Context: an optimization exercise on an open-source flow, tuned for small area and a short achievable clock period. The choices shown serve that exercise and are no tape-out recipe. Where RTL was checked, it was by simulation tests only, not by an equivalence proof against the original. No activity file was given, so power comes from the tool's default toggle rates.

==> trial 45 <==
==> flow/design.v <==
package maxpool_pkg;
  localparam logic MODE_MAX = 1'b0;
  localparam logic MODE_MIN = 1'b1;
endpackage
module maxpool_cmp (
  input  logic [31:0] a,
  input  logic [31:0] b,
  output logic        beat
);
  logic       mag_gt;
  logic [31:0] g [6];
  logic [31:0] p [6];
  always_comb begin
    g[0] = {1'b0, a[30:0] & ~b[30:0]};
    p[0] = {1'b1, a[30:0] | ~b[30:0]};
    for (int l = 1; l < 6; l++) begin
      g[l] = '0;
      p[l] = '0;
      for (int j = 0; j < (32 >> l); j++) begin
        g[l][j] = g[l-1][2*j+1] | (p[l-1][2*j+1] & g[l-1][2*j]);
        p[l][j] = p[l-1][2*j+1] & p[l-1][2*j];
      end
    end
    mag_gt = g[5][0];
  end
  assign beat = (a[31] ^ b[31]) ? b[31] : (a[31] ^ mag_gt);
endmodule
module maxpool_sel3 (
  input  logic [31:0] a,
  input  logic [31:0] b,
  input  logic [31:0] c,
  input  logic [31:0] q,
  input  logic        mode,
  input  logic        en,
  output logic [31:0] y
);
  logic ab, ac, bc;
  logic p_ab, p_ac, p_bc;
  logic wa, wb, wc;
  maxpool_cmp u_ab (.a(a), .b(b), .beat(ab));
  maxpool_cmp u_ac (.a(a), .b(c), .beat(ac));
  maxpool_cmp u_bc (.a(b), .b(c), .beat(bc));
  assign p_ab = ab ^ mode;
  assign p_ac = ac ^ mode;
  assign p_bc = bc ^ mode;
  assign wa =  p_ab &  p_ac;
  assign wb = ~p_ab &  p_bc;
  assign wc = ~p_ac & ~p_bc;
  assign y = ({32{wa & en}} & a) | ({32{wb & en}} & b) | ({32{wc & en}} & c) |
             ({32{~en}} & q);
endmodule
module maxpool_tree_cell #(
  parameter int DATA_WIDTH = 32,
  parameter int WINDOW     = 9
) (
  input  logic                         C_IN_CLK,
  input  logic                         C_IN_RST,
  input  logic                         C_IN_FLUSH,
  input  logic                         C_IN_MODE,
  input  logic                         C_IN_DATA_VALID,
  input  logic [WINDOW*DATA_WIDTH-1:0] D_IN_DATA,
  output logic                         C_OUT_IN_READY,
  input  logic                         C_IN_OUT_READY,
  output logic                         C_OUT_DATA_VALID,
  output logic [DATA_WIDTH-1:0]        C_OUT_DATA
);
  localparam int NV = 5;
  logic [NV-1:0] v4_q;
  logic [NV-1:0] en;
  logic [2:0]    vld_q;
  logic          md1_q;
  logic [95:0]   s1_d;
  logic [95:0]   s1_q;
  logic [31:0]   s2_d;
  logic [31:0]   s2_q, s3_q, s4_q;
  assign en               = ~v4_q | {NV{C_IN_OUT_READY}};
  assign C_OUT_IN_READY   = en[0];
  assign C_OUT_DATA_VALID = v4_q[0];
  for (genvar g = 0; g < 3; g++) begin : g_s1
    maxpool_sel3 u_sel (
      .a    (D_IN_DATA[(3*g)*32   +: 32]),
      .b    (D_IN_DATA[(3*g+1)*32 +: 32]),
      .c    (D_IN_DATA[(3*g+2)*32 +: 32]),
      .q    (s1_q[32*g +: 32]),
      .mode (C_IN_MODE),
      .en   (en[(g == 2) ? 3 : 2]),
      .y    (s1_d[32*g +: 32])
    );
  end
  maxpool_sel3 u_s2 (
    .a    (s1_q[31:0]),
    .b    (s1_q[63:32]),
    .c    (s1_q[95:64]),
    .q    (s2_q),
    .mode (md1_q),
    .en   (en[3]),
    .y    (s2_d)
  );
  always_ff @(posedge C_IN_CLK or posedge C_IN_RST) begin
    if (C_IN_RST)        vld_q <= '0;
    else if (C_IN_FLUSH) vld_q <= '0;
    else if (en[4])      vld_q <= {vld_q[1:0], C_IN_DATA_VALID};
  end
  for (genvar k = 0; k < NV; k++) begin : g_v4
    always_ff @(posedge C_IN_CLK or posedge C_IN_RST) begin
      if (C_IN_RST)        v4_q[k] <= 1'b0;
      else if (C_IN_FLUSH) v4_q[k] <= 1'b0;
      else if (en[k])      v4_q[k] <= vld_q[2];
    end
  end
  always_ff @(posedge C_IN_CLK) begin
    s1_q <= s1_d;
    s2_q <= s2_d;
    if (en[4]) begin
      md1_q <= C_IN_MODE;
      s3_q  <= s2_q;
      s4_q  <= s3_q;
    end
  end
  assign C_OUT_DATA = s4_q & {32{v4_q[1]}};
endmodule
==> flow/flow/run.sh <==
#!/bin/bash
# Standard ORFS layout with three changes:
#  - synthesis maps with flow/abc_map.script (same passes and names otherwise);
#  - the port buffers are plain buf_2 cells instead of buffer_ports' default
#    delay cells;
#  - the buffers ABC inserts are removed at floorplan so placement rebuilds
#    the fanout trees.
set -euo pipefail
W=$PWD
export FLOW_ABC_SCRIPT=$W/flow/abc_map.script
export FLOW_SYNTH_TCL=$W/synth_recipe.tcl
bash standard.sh SYNTH_SCRIPT=$W/flow/synth_wrap.tcl synth > synth.log 2>&1
bash standard.sh SYNTH_SCRIPT=$W/flow/synth_wrap.tcl \
  BUFFER_PORTS_ARGS="-buffer_cell sky130_fd_sc_hd__buf_2" REMOVE_ABC_BUFFERS=1 \
  finish > layout.log 2>&1
==> flow/flow/abc_map.script <==
strash
dch
map -D 1400
topo
stime -c
buffer -c
upsize -c -D 1400
dnsize -c -D 1400
==> flow/flow/synth_wrap.tcl <==
# The standard flow's synthesis script unchanged, except that ABC maps the logic with
# flow/abc_map.script: delay-driven mapping with area recovery.
proc abc {args} {
  set i [lsearch $args -script]
  lset args [expr {$i + 1}] $::env(FLOW_ABC_SCRIPT)
  yosys abc {*}$args
}
source $::env(FLOW_SYNTH_TCL)
==> flow/standard.sh <==
#!/bin/bash
# synth_recipe.tcl (not shown) runs the flow's synth.tcl, then flattens the netlist and writes it again
# the make line also repeats each setting of config.mk as NAME=value (left out here)
make -C /OpenROAD-flow-scripts/flow DESIGN_CONFIG=/design/flow/config.mk WORK_HOME=/design/flow/orfs CLKGATE_MAP_FILE= SYNTH_SCRIPT=/design/flow/synth_recipe.tcl "${@:-finish}"
==> flow/config.mk <==
export PLATFORM = sky130hd
export DESIGN_NAME = maxpool_tree_cell
export DESIGN_NICKNAME = maxpool_tree_cell
export VERILOG_FILES = /design/flow/design.v
export SDC_FILE = /design/flow/constraint.sdc
export NUM_CORES = 4
export LEC_CHECK = 0
export ABC_AREA = 1
export CAP_MARGIN = 20
export CORE_MARGIN = 2
export CORE_UTILIZATION = 50
export GPL_TIMING_DRIVEN = 0
export SETUP_SLACK_MARGIN = 1.2
export SLEW_MARGIN = 70
==> flow/constraint.sdc <==
create_clock -name core_clock -period 3.6 [get_ports {C_IN_CLK}]
set_input_delay 0.7200 -clock core_clock [delete_from_list [all_inputs] [get_ports {C_IN_CLK}]]
set_output_delay 0.7200 -clock core_clock [all_outputs]
set_load 0.01 [all_outputs]
==> inputs of trial 38, as changes to trial 45 <==
--- a/flow/flow/run.sh
+++ b/flow/flow/run.sh
@@ -3,3 +3,3 @@
 #  - synthesis maps with flow/abc_map.script (same passes and names otherwise);
-#  - the port buffers are plain buf_2 cells instead of buffer_ports' default
+#  - the port buffers are plain buf_1 cells instead of buffer_ports' default
 #    delay cells;
@@ -13,3 +13,3 @@
 bash standard.sh SYNTH_SCRIPT=$W/flow/synth_wrap.tcl \
-  BUFFER_PORTS_ARGS="-buffer_cell sky130_fd_sc_hd__buf_2" REMOVE_ABC_BUFFERS=1 \
+  BUFFER_PORTS_ARGS="-buffer_cell sky130_fd_sc_hd__buf_1" REMOVE_ABC_BUFFERS=1 \
   finish > layout.log 2>&1
==> flow/flow/abc_map.script (replaced) <==
strash
dch
map -D 1000
topo
stime -c
buffer -c
upsize -c -D 1000
dnsize -c -D 1000
Settings changed: SETUP_SLACK_MARGIN 1.2 to 1.1, SLEW_MARGIN 70 to 20.
==> qor summary <==
item	trial 45	trial 38
Sequential logic power	0.00394 W	0.00392 W
Number of distinct library cells after synthesis	56	51
Worst path depth	14	11
Pin count of the biggest net entering global routing	51	88
Nets	3,012	2,921
Layout fillers	2,524	3,189
Share of the synthesized area in the top cell type	0.205	0.207
Final estimated routing congestion in global placement	0.969	0.943
Sequential-to-total area share from yosys stat	0.299	0.287
Well Taps	402	442
Internal power component	0.00637 W	0.00591 W
DR WL/cell	23.4 um	19.8 um
Slew Limit Headroom	0.658	0.519
Buffer and inverter count on the worst path	4	2
Critical Path Slowest Stage Cell	sky130_fd_sc_hd__nor3b_1	sky130_fd_sc_hd__nand2_4
Synthesized instance count	2,325	2,386
Routed wl met2	33.0 mm	28.3 mm
Post-cts repair resize count	153	26
Die Height	182 um	185 um
Final Non-Filler Cells	3,137	3,087
Sw Pwr	0.00468 W	0.00404 W
Run status	complete, no violations	complete, no violations

==> v14: inputs <==
RTL: the design.v shown in full above, as it stands there.
clock: 3.6 ns
lec_check: 0
abc_area: 1
cap_margin: 20
core_margin: 2
core_utilization: 50
gpl_timing_driven: 0
slew_margin: 20
standard.sh (not shown) runs the stock make flow with config.mk's settings and CLKGATE_MAP_FILE= SYNTH_SCRIPT=/design/flow/synth_recipe.tcl, a recipe that flattens the netlist after the stock synthesis.
==> flow/flow/run.sh <==
#!/bin/bash
# Standard ORFS layout, except that the port buffers are plain buf_2 cells
# instead of the delay cells buffer_ports picks by default, and the buffers
# ABC inserts are removed at floorplan so placement rebuilds the fanout trees.
set -euo pipefail
bash standard.sh BUFFER_PORTS_ARGS="-buffer_cell sky130_fd_sc_hd__buf_2" REMOVE_ABC_BUFFERS=1 finish > standard_flow.log 2>&1
==> inputs of v6, as changes to v14 <==
--- a/flow/design.v
+++ b/flow/design.v
@@ -65,16 +65,17 @@
   output logic [DATA_WIDTH-1:0]        C_OUT_DATA
 );
-  localparam int NV = 5;
-  logic [NV-1:0] v4_q;
-  logic [NV-1:0] en;
-  logic [2:0]    vld_q;
-  logic          md1_q;
-  logic [95:0]   s1_d;
-  logic [95:0]   s1_q;
-  logic [31:0]   s2_d;
-  logic [31:0]   s2_q, s3_q, s4_q;
-  assign en               = ~v4_q | {NV{C_IN_OUT_READY}};
-  assign C_OUT_IN_READY   = en[0];
-  assign C_OUT_DATA_VALID = v4_q[0];
+  logic        en;
+  logic        en_o;
+  logic [3:0]  vld_q;
+  logic        vld_o_q;
+  logic        md1_q;
+  logic [95:0] s1_d;
+  logic [95:0] s1_q;
+  logic [31:0] s2_d;
+  logic [31:0] s2_q, s3_q, s4_q;
+  assign C_OUT_DATA_VALID = vld_o_q;
+  assign en_o             = !vld_o_q || C_IN_OUT_READY;
+  assign C_OUT_IN_READY   = en_o;
+  assign en               = !vld_q[3] || C_IN_OUT_READY;
   for (genvar g = 0; g < 3; g++) begin : g_s1
     maxpool_sel3 u_sel (
@@ -84,5 +85,5 @@
       .q    (s1_q[32*g +: 32]),
       .mode (C_IN_MODE),
-      .en   (en[(g == 2) ? 3 : 2]),
+      .en   (en),
       .y    (s1_d[32*g +: 32])
     );
@@ -94,5 +95,5 @@
     .q    (s2_q),
     .mode (md1_q),
-    .en   (en[3]),
+    .en   (en),
     .y    (s2_d)
   );
@@ -100,17 +101,15 @@
     if (C_IN_RST)        vld_q <= '0;
     else if (C_IN_FLUSH) vld_q <= '0;
-    else if (en[4])      vld_q <= {vld_q[1:0], C_IN_DATA_VALID};
+    else if (en)         vld_q <= {vld_q[2:0], C_IN_DATA_VALID};
   end
-  for (genvar k = 0; k < NV; k++) begin : g_v4
-    always_ff @(posedge C_IN_CLK or posedge C_IN_RST) begin
-      if (C_IN_RST)        v4_q[k] <= 1'b0;
-      else if (C_IN_FLUSH) v4_q[k] <= 1'b0;
-      else if (en[k])      v4_q[k] <= vld_q[2];
-    end
+  always_ff @(posedge C_IN_CLK or posedge C_IN_RST) begin
+    if (C_IN_RST)        vld_o_q <= 1'b0;
+    else if (C_IN_FLUSH) vld_o_q <= 1'b0;
+    else if (en_o)       vld_o_q <= vld_q[2];
   end
   always_ff @(posedge C_IN_CLK) begin
     s1_q <= s1_d;
     s2_q <= s2_d;
-    if (en[4]) begin
+    if (en) begin
       md1_q <= C_IN_MODE;
       s3_q  <= s2_q;
@@ -118,4 +117,4 @@
     end
   end
-  assign C_OUT_DATA = s4_q & {32{v4_q[1]}};
+  assign C_OUT_DATA = s4_q & {32{vld_q[3]}};
 endmodule
==> impl_results.md <==
- Outcome: finished clean
- Met1 usage: 0.437
- Initial DRC Count: 1951
- Peak VDD IR: 0.272 mV
- WS Path Type: flop to flop
- DR WL/cell: between 10 and 15 um
- Area fraction in and, or, nand and nor cells after synthesis: 0.473
- H-tree depth: 4
- Startpoint Class: flop
- Total track usage: 0.297
# the run above: v6

==> impl_results.md <==
- Outcome: finished clean
- Met1 usage: 0.412
- Peak VDD IR: 0.497 mV
- Total track usage: 0.311
- Initial DRC Count: 1711
- H-tree depth: 1
- DR WL/cell: 15.3 um
- Clock group total power: 0.00235 W
- ClkCell Share: 0.0365
- Startpoint Class: input port
- Area fraction in and, or, nand and nor cells after synthesis: 0.481
# the run above: v14

No functional check of the RTL was part of v6.

==> inputs of exp/lagoon <==
RTL: the design.v shown in full above, as it stands there.
Settings: LEC_CHECK=0, ABC_AREA=1, CAP_MARGIN=20, CORE_MARGIN=2, CORE_UTILIZATION=50, GPL_TIMING_DRIVEN=0, SETUP_SLACK_MARGIN=1.2, SLEW_MARGIN=70; clock period 3.6 ns.
==> flow/flow/run.sh <==
#!/bin/bash
# Standard ORFS layout with three changes:
#  - synthesis maps with flow/abc_map.script (same passes and names otherwise);
#  - the port buffers are plain buf_2 cells instead of buffer_ports' default
#    delay cells;
#  - the buffers ABC inserts are removed at floorplan so placement rebuilds
#    the fanout trees.
set -euo pipefail
W=$PWD
export FLOW_ABC_SCRIPT=$W/flow/abc_map.script
export FLOW_SYNTH_TCL=$W/synth_recipe.tcl
bash standard.sh SYNTH_SCRIPT=$W/flow/synth_wrap.tcl synth > synth.log 2>&1
bash standard.sh SYNTH_SCRIPT=$W/flow/synth_wrap.tcl \
  BUFFER_PORTS_ARGS="-buffer_cell sky130_fd_sc_hd__buf_2" REMOVE_ABC_BUFFERS=1 \
  finish > layout.log 2>&1
==> flow/flow/abc_map.script <==
strash
dch
map -D 1000
topo
stime -c
buffer -c
upsize -c -D 1000
dnsize -c -D 1000
==> flow/flow/synth_wrap.tcl <==
# The standard flow's synthesis script unchanged, except that ABC maps the logic with
# flow/abc_map.script: delay-driven mapping with area recovery.
proc abc {args} {
  set i [lsearch $args -script]
  lset args [expr {$i + 1}] $::env(FLOW_ABC_SCRIPT)
  yosys abc {*}$args
}
source $::env(FLOW_SYNTH_TCL)
==> exp/juniper: changes against exp/lagoon <==
==> flow/design.v, changed modules only <==
module maxpool_tree_cell #(
  parameter int DATA_WIDTH = 32,
  parameter int WINDOW     = 9
) (
  input  logic                         C_IN_CLK,
  input  logic                         C_IN_RST,
  input  logic                         C_IN_FLUSH,
  input  logic                         C_IN_MODE,
  input  logic                         C_IN_DATA_VALID,
  input  logic [WINDOW*DATA_WIDTH-1:0] D_IN_DATA,
  output logic                         C_OUT_IN_READY,
  input  logic                         C_IN_OUT_READY,
  output logic                         C_OUT_DATA_VALID,
  output logic [DATA_WIDTH-1:0]        C_OUT_DATA
);
  localparam int NV = 4;
  logic [NV-1:0] v4_q;
  logic [NV-1:0] en;
  logic [2:0]    vld_q;
  logic          md1_q;
  logic [95:0]   s1_d;
  logic [95:0]   s1_q;
  logic [31:0]   s2_d;
  logic [31:0]   s2_q, s3_q, s4_q;
  assign en               = ~v4_q | {NV{C_IN_OUT_READY}};
  assign C_OUT_IN_READY   = en[0];
  assign C_OUT_DATA_VALID = v4_q[0];
  for (genvar g = 0; g < 3; g++) begin : g_s1
    maxpool_sel3 u_sel (
      .a    (D_IN_DATA[(3*g)*32   +: 32]),
      .b    (D_IN_DATA[(3*g+1)*32 +: 32]),
      .c    (D_IN_DATA[(3*g+2)*32 +: 32]),
      .q    (s1_q[32*g +: 32]),
      .mode (C_IN_MODE),
      .en   (en[(g == 2) ? 2 : 1]),
      .y    (s1_d[32*g +: 32])
    );
  end
  maxpool_sel3 u_s2 (
    .a    (s1_q[31:0]),
    .b    (s1_q[63:32]),
    .c    (s1_q[95:64]),
    .q    (s2_q),
    .mode (md1_q),
    .en   (en[2]),
    .y    (s2_d)
  );
  always_ff @(posedge C_IN_CLK or posedge C_IN_RST) begin
    if (C_IN_RST)        vld_q <= '0;
    else if (C_IN_FLUSH) vld_q <= '0;
    else if (en[3])      vld_q <= {vld_q[1:0], C_IN_DATA_VALID};
  end
  for (genvar k = 0; k < NV; k++) begin : g_v4
    always_ff @(posedge C_IN_CLK or posedge C_IN_RST) begin
      if (C_IN_RST)        v4_q[k] <= 1'b0;
      else if (C_IN_FLUSH) v4_q[k] <= 1'b0;
      else if (en[k])      v4_q[k] <= vld_q[2];
    end
  end
  always_ff @(posedge C_IN_CLK) begin
    s1_q <= s1_d;
    s2_q <= s2_d;
    if (en[3]) begin
      md1_q <= C_IN_MODE;
      s3_q  <= s2_q;
    end
  end
  always_ff @(posedge C_IN_CLK or posedge C_IN_RST) begin
    if (C_IN_RST)        s4_q <= '0;
    else if (C_IN_FLUSH) s4_q <= '0;
    else if (en[3])      s4_q <= vld_q[2] ? s3_q : '0;
  end
  assign C_OUT_DATA = s4_q;
endmodule
==> flow/flow/run.sh (replaced) <==
#!/bin/bash
# Standard ORFS layout with three changes:
#  - synthesis maps with flow/abc_map.script (same passes and names otherwise);
#  - the port buffers are plain buf_1 cells instead of buffer_ports' default
#    delay cells;
#  - the buffers ABC inserts are removed at floorplan so placement rebuilds
#    the fanout trees.
set -euo pipefail
W=$PWD
export FLOW_ABC_SCRIPT=$W/flow/abc_map.script
export FLOW_SYNTH_TCL=$W/synth_recipe.tcl
bash standard.sh SYNTH_SCRIPT=$W/flow/synth_wrap.tcl synth > synth.log 2>&1
bash standard.sh SYNTH_SCRIPT=$W/flow/synth_wrap.tcl \
  BUFFER_PORTS_ARGS="-buffer_cell sky130_fd_sc_hd__buf_1" REMOVE_ABC_BUFFERS=1 \
  finish > layout.log 2>&1
- SETUP_SLACK_MARGIN: 1.2 -> 1.0
- SLEW_MARGIN: 70 -> 20
==> comparison table <==
Launching point of the worst reg2reg path: exp/juniper s1_q[8]$_DFF_P_; exp/lagoon s1_q[73]$_DFF_P_
Share of post-route cells with drive strength above 1: exp/juniper 5.22%; exp/lagoon 23.0%
Crit path setup slack, layout: exp/juniper 1050 ps; exp/lagoon 1140 ps
Slew at the pin with the worst max-slew slack: exp/juniper 728 ps; exp/lagoon 627 ps
Status: exp/juniper timing/DRC/antenna clean; exp/lagoon timing/DRC/antenna clean
Pin count of the biggest net entering global routing: exp/juniper 89; exp/lagoon 43
Filler instances: exp/juniper 3,266; exp/lagoon 2,969
Cell Pwr Density: exp/juniper 472 nW/µm²; exp/lagoon 516 nW/µm²
Crit path required time: exp/juniper 3920 ps; exp/lagoon 4070 ps
Met1 WL: exp/juniper 25.3 mm; exp/lagoon 25.9 mm
Fraction of the core area covered by cells at the end of the flow: exp/juniper 57.7%; exp/lagoon 62.6%
Dpl ws: exp/juniper -617 ps; exp/lagoon 695 ps
Core area: exp/juniper 32,300 µm²; exp/lagoon 32,500 µm²
NetSw: exp/juniper 3.85 mW; exp/lagoon 4.48 mW
Area taken by flip-flops and latches: exp/juniper 4530 µm²; exp/lagoon 4780 µm²
Area of the die: exp/juniper 34,000 µm²; exp/lagoon 34,300 µm²
Global-route met1 utilization: exp/juniper 45.3%; exp/lagoon 43.8%
Initial detailed-routing violation count: exp/juniper 2,316; exp/lagoon 2,659
Relative contribution of sequential cells to total power: exp/juniper 40.6%; exp/lagoon 37.7%
Num CTS Buffers: exp/juniper 17; exp/lagoon 22
Clock network power: exp/juniper 1.96 mW; exp/lagoon 2.43 mW
Multi-input logic cell count: exp/juniper 1,801; exp/lagoon 1,749
Type of the setup path with the least slack: exp/juniper input pin to register; exp/lagoon register to register
Fraction of post-synthesis cell area in the top cell type by area: exp/juniper 21.0%; exp/lagoon 20.7%
Critical Path AT: exp/juniper 2870 ps; exp/lagoon 2930 ps
Initial Utilization: exp/juniper 50.4%; exp/lagoon 50.6%
Only the layout flow was run in exp/juniper; the RTL was not checked for function there.

static timing again, ports no longer ideal:
In the flow no input, the clock included, has a driving cell. The finished layouts below were timed again as built, in two steps. Step 1 sets driving cells, clkbuf_16 on the clock port and buf_2 on the other inputs (assumed; they add their load-dependent delay and slew). Step 2 also shifts input and output timing later by t, the mid clock arrival at the registers, as if the neighbouring blocks saw the same clock. Three values: ideal ports, drivers, drivers and shift; two values: the first two.
run	t (ns)	setup WS [ns]	latest minus earliest clock arrival (ns)
trial 45	0.571	1.104 / 1.114 / 0.543	0.015 / 0.015
trial 38	0.583	1.128 / 1.160 / 0.577	0.019 / 0.019
v14	0.553	0.467 / 0.462 / -0.091	0.015 / 0.016
v6	0.479	0.490 / 0.490 / 0.241	0.015 / 0.015
exp/lagoon	0.581	1.141 / 1.141 / 0.725	0.010 / 0.009
exp/juniper	0.493	1.046 / 1.067 / 0.574	0.021 / 0.021
With both steps, setup timing fails in v14, where it was met with ideal ports. The setup slack of trial 45, which loses most, moves by +0.010 ns with the drivers and by -0.561 ns with both steps.
